Source: an optimization exercise on an open RTL-to-GDS flow (aim: small area, a short achievable clock period and few clock cycles per item). Production flows keep margins and buffers that such runs may drop.
The RTL was checked by simulation tests, not by an equivalence proof against the original design.
Power figures rest on the tool's default switching activity, not on a simulated workload.

Setup of pepper:
## process_priority_queue
module process_priority_queue #(
   parameter int QUEUE_DEPTH = 16
) (
   input  logic            clock,
   input  logic            reset,
   input  logic            req_valid,
   output logic            req_ready,
   input  logic [1:0]      req_func,
   input  logic [15:0]     req_proc_id,
   input  logic [15:0]     req_arrival,
   input  logic [15:0]     req_burst,
   input  logic [7:0]      req_prio,
   output logic            rsp_valid,
   input  logic            rsp_ready,
   output logic [1:0]      rsp_status,
   output logic [15:0]     rsp_out_id,
   output logic [15:0]     rsp_out_arrival,
   output logic [15:0]     rsp_out_burst,
   output logic [7:0]      rsp_out_prio,
   output logic [4:0]      rsp_occupancy
);
make LEC_CHECK=0 ABC_CLOCK_PERIOD_IN_PS=2700 CAP_MARGIN=20 CORE_MARGIN=2 CORE_UTILIZATION=45 CTS_CLUSTER_DIAMETER=100 CTS_CLUSTER_SIZE=20 SETUP_SLACK_MARGIN=4.3 SLEW_MARGIN=20 finish   # period 7.0 ns
run.sh (not shown) runs the stock make flow with config.mk's settings and CLKGATE_MAP_FILE= SYNTH_SCRIPT=/design/flow/synth_recipe.tcl, a recipe that flattens the netlist after the stock synthesis.
Testbench counts of pepper, summed over its fixed seeds: cycles 9,624, items 9,600.
> inputs changed (pepper -> indigo)
diff --git a/flow/design.v b/flow/design.v
--- a/flow/design.v
+++ b/flow/design.v
@@ -83,22 +83,24 @@
    localparam int N  = QUEUE_DEPTH;
    localparam int CW = $clog2(QUEUE_DEPTH + 1);
    localparam int RW = 56;   
    logic [RW-1:0]     slot_ff [N];
    logic [N-1:0]      v_ff;              
    logic [N-1:0]      ord_ff [N];        
    logic [CW-1:0]     cnt_ff;
    logic              a_valid_ff;
    logic [1:0]        a_func_ff;
    logic [RW-1:0]     a_rec_ff;
    logic [N-1:0]      c_ff;              
+   logic [N-1:0]      wr_ff;             
+   logic              cw_ff;
    logic              b_valid_ff;        
    logic [1:0]        b_func_ff;
    logic [RW-1:0]     b_rec_ff;
    logic [N-1:0]      b_c_ff;            
    logic              b_ca_ff;           
    logic              p_valid_ff;
    logic [1:0]        p_st_ff;
    logic [N-1:0]      p_sel_ff;          
    localparam int OW = 1 + 2 + CW + RW;
    logic              r_valid_ff;
    logic [1:0]        r_st_ff;
@@ -128,23 +130,23 @@
    assign f_put = !a_func_ff[1];
    assign full  = cnt_ff[CW-1];
    assign empty = (cnt_ff == '0);
    logic [N-1:0] ahead [N];
    always_comb begin
       for (int t = 0; t < N; t++)
          for (int s = 0; s < N; s++)
             ahead[t][s] = (t < s) ? ord_ff[t][s] : (t > s) ? !ord_ff[s][t] : 1'b0;
    end
    always_comb begin
       for (int s = 0; s < N; s++)
-         hit[s] = v_ff[s] && c_ff[s];
+         hit[s] = v_ff[s] && (wr_ff[s] ? cw_ff : c_ff[s]);
       for (int s = 0; s < N; s++) begin
          hb[s] = 1'b0;
          for (int t = 0; t < N; t++)
             hb[s] = hb[s] | (hit[t] & ahead[t][s]);
          first[s] = hit[s] & !hb[s];
          aoa[s]   = hit[s] | hb[s];
       end
       for (int s = 0; s < N; s++) begin
          next_free[s] = !v_ff[s] && !alloc_ff[s];
          for (int t = 0; t < s; t++)
             if (!v_ff[t] && !alloc_ff[t]) next_free[s] = 1'b0;
@@ -183,24 +185,23 @@
             ge[s] = (cmp_rec[s][i] & !req_prio[i]) |
                     (!(cmp_rec[s][i] ^ req_prio[i]) & ge[s]);
       end
    end
    always_comb begin
       for (int s = 0; s < N; s++)
          cmp_s[s] = req_is_pop || (!req_is_app &&
                     (req_is_ins ? ge[s] : (slot_ff[s][55:40] == req_proc_id)));
       cmp_a  = req_is_pop || (!req_is_app &&
                (req_is_ins ? ge[N] : (a_rec_ff[55:40] == req_proc_id)));
       for (int s = 0; s < N; s++)
-         c_next[s] = (do_ins && alloc[s]) ? (b_valid_ff ? b_ca_ff : cmp_a)
-                                          : (b_valid_ff ? b_c_ff[s] : cmp_s[s]);
+         c_next[s] = b_valid_ff ? b_c_ff[s] : cmp_s[s];
    end
    logic [RW-1:0] rd_rec;
    always_comb begin
       rd_rec = '0;
       for (int s = 0; s < N; s++)
          rd_rec = rd_rec | ({RW{p_sel_ff[s]}} & slot_ff[s]);
    end
    always_ff @(posedge clock) begin
       if (reset) begin
          a_valid_ff <= 1'b0;
          b_valid_ff <= 1'b0;
@@ -227,22 +228,24 @@
             v_ff   <= v_ff & ~first;
             cnt_ff <= cnt_ff - CW'(1);
             if (full) alloc_ff <= first;
          end
       end
    end
    always_ff @(posedge clock) begin
       if (a_free) begin
          a_func_ff <= in_func;
          a_rec_ff  <= in_rec;
          c_ff      <= c_next;
+         wr_ff     <= do_ins ? alloc : '0;
+         cw_ff     <= b_valid_ff ? b_ca_ff : cmp_a;
       end
       if (!b_valid_ff) begin
          b_func_ff <= req_func;
          b_rec_ff  <= req_rec;
          b_c_ff    <= cmp_s;
          b_ca_ff   <= cmp_a;
       end
       for (int s = 0; s < N; s++) begin
          if (do_ins && alloc[s]) slot_ff[s] <= a_rec_ff;
       end
       for (int s = 0; s < N; s++) begin
[summary]
- Both conditions hold for indigo: the flow ran to the end and the final layout passed the timing, DRC and antenna checks.
- Summary: with pepper as the reference, area after synthesis in indigo moved up by a few percent.
- Total global-route track usage was lower in pepper than in indigo.
- When indigo is measured against pepper, its highest cell delay on the worst timing path turns out 0.02 ns higher.
- From pepper to indigo the numbers moved as follows: power density normalized to cell area lost 7.1 nW/µm²; die height has increased; share of the clock period used by the worst path shows an increase of 0.79 points; worst setup slack after layout went down by 0.056 ns.
- Type of the worst setup path: in -> reg -> pepper, reg -> reg -> indigo
Testbench counts of indigo, summed over its fixed seeds: cycles 9,624, items 9,600.

* * *

## exp/maple
process_priority_queue, a different RTL version from the one above (not shown whole).
Size: roughly 3900 cells after synthesis, roughly 1300 flip-flops, about 54000 sq um of cells after synthesis.
export LEC_CHECK = 0
export ABC_CLOCK_PERIOD_IN_PS = 2800
export CAP_MARGIN = 20
export CORE_MARGIN = 2
export CORE_UTILIZATION = 50
export CTS_CLUSTER_DIAMETER = 100
export CTS_CLUSTER_SIZE = 20
export SETUP_SLACK_MARGIN = 4.2
export SLEW_MARGIN = 20
create_clock -name core_clock -period 7.0 [get_ports {clock}]
Testbench counts of exp/maple, summed over its fixed seeds: cycles 9,624, items 9,600.
## Diff of input files: exp/garnet against exp/maple
--- a/flow/design.v
+++ b/flow/design.v
@@ -93,17 +93,16 @@
    logic [N-1:0]      c_ff;              
    logic              b_valid_ff;        
    logic [1:0]        b_func_ff;
    logic [RW-1:0]     b_rec_ff;
    logic [N-1:0]      b_c_ff;            
    logic              b_ca_ff;           
    logic              p_valid_ff;
    logic [1:0]        p_st_ff;
-   logic [CW-1:0]     p_occ_ff;
    logic [N-1:0]      p_sel_ff;          
    localparam int OW = 1 + 2 + CW + RW;
    logic              r_valid_ff;
    logic [1:0]        r_st_ff;
    logic [CW-1:0]     r_occ_ff;
    logic [RW-1:0]     r_rec_ff;
    logic [OW-1:0]     r_cur, r_new, r_next;
    logic              req_ready_ff;
@@ -152,27 +151,24 @@
       end
    end
    assign alloc  = alloc_ff;
    assign found  = |hit;
    assign do_ins = exec && f_put && !full;
    assign do_rem = exec && !f_put && found;
    logic [1:0]    ex_st;
    logic [N-1:0]  ex_sel;
-   logic [CW-1:0] ex_occ;
    always_comb begin
       if (f_put) begin
          ex_st  = full ? ppq_pkg::STATUS_FULL : ppq_pkg::STATUS_OK;
          ex_sel = full ? '0 : alloc;
-         ex_occ = full ? cnt_ff : cnt_ff + CW'(1);
       end else begin
          ex_st  = empty ? ppq_pkg::STATUS_EMPTY :
                   !found ? ppq_pkg::STATUS_NOT_FOUND : ppq_pkg::STATUS_OK;
          ex_sel = first;
-         ex_occ = found ? cnt_ff - CW'(1) : cnt_ff;
       end
    end
    logic          req_is_ins, req_is_app, req_is_pop;
    logic [N-1:0]  cmp_s, c_next;
    logic          cmp_a;
    logic [N:0]    ge;                
    logic [RW-1:0] cmp_rec [N+1];
    assign req_is_ins = (req_func == ppq_pkg::FUNC_INSERT);
@@ -252,23 +248,22 @@
       for (int s = 0; s < N; s++) begin
          for (int t = s + 1; t < N; t++) begin
             if (do_ins && alloc[s])      ord_ff[s][t] <= aoa[t];
             else if (do_ins && alloc[t]) ord_ff[s][t] <= !aoa[s];
          end
       end
       if (p_free) begin
          p_st_ff  <= ex_st;
-         p_occ_ff <= ex_occ;
          p_sel_ff <= ex_sel;
       end
       {r_valid_ff, r_st_ff, r_occ_ff, r_rec_ff} <= r_next;
    end
    assign r_cur  = {r_valid_ff, r_st_ff, r_occ_ff, r_rec_ff};
-   assign r_new  = {p_valid_ff, p_st_ff, p_occ_ff, rd_rec};
+   assign r_new  = {p_valid_ff, p_st_ff, cnt_ff, rd_rec};
    always_comb begin
       r_next = reset ? '0 : r_free ? r_new : r_cur;
    end
    assign rsp_valid       = r_valid_ff;
    assign rsp_status      = r_st_ff;
    assign rsp_out_id      = r_rec_ff[55:40];
    assign rsp_out_arrival = r_rec_ff[39:24];
    assign rsp_out_burst   = r_rec_ff[23:8];
[summary]
Compound-cell area share of the yosys netlist in exp/garnet is 0.30 points lower than in exp/maple
Summary of exp/garnet over exp/maple: vias per cell increased 0.36%, filler cell count in the final layout down 207, setup slack of the worst register-to-register path up 0.05 ns, final period utilization climbed 1.3 points.
Testbench counts of exp/garnet, summed over its fixed seeds: cycles 9,624, items 9,600.

static timing again, ports no longer ideal:
How much do the figures lean on ideal ports? The routed layouts below were timed once more, with nothing changed but the port constraints.
Step 1 sets driving cells, clkbuf_16 on the clock port and buf_2 on the other inputs (assumed; they add their load-dependent delay and slew).
Step 2, shift: input delay + t, output delay - t, t = (earliest + latest rising clock arrival at the registers) / 2. This alone moves slack from input paths to output paths.
Slacks: ideal / step 1 / step 2; pairs: ideal / step 1.
| run | t, ns | setup slack, ns | clock arrival spread, ns | cell pins on the clock port's net |
|---|---|---|---|---|
| pepper | 0.772 | 4.188 / 4.227 / 3.455 | 0.044 / 0.044 | 1 |
| indigo | 0.746 | 4.133 / 4.133 / 3.472 | 0.051 / 0.051 | 1 |
| exp/maple | 0.746 | 4.151 / 4.177 / 3.446 | 0.039 / 0.039 | 1 |
| exp/garnet | 0.776 | 4.060 / 4.114 / 3.337 | 0.033 / 0.033 | 1 |
After both steps every run listed still meets setup and hold. For pepper, which loses most, drivers alone change the setup slack by +0.039 ns; drivers and shift together by -0.733 ns.
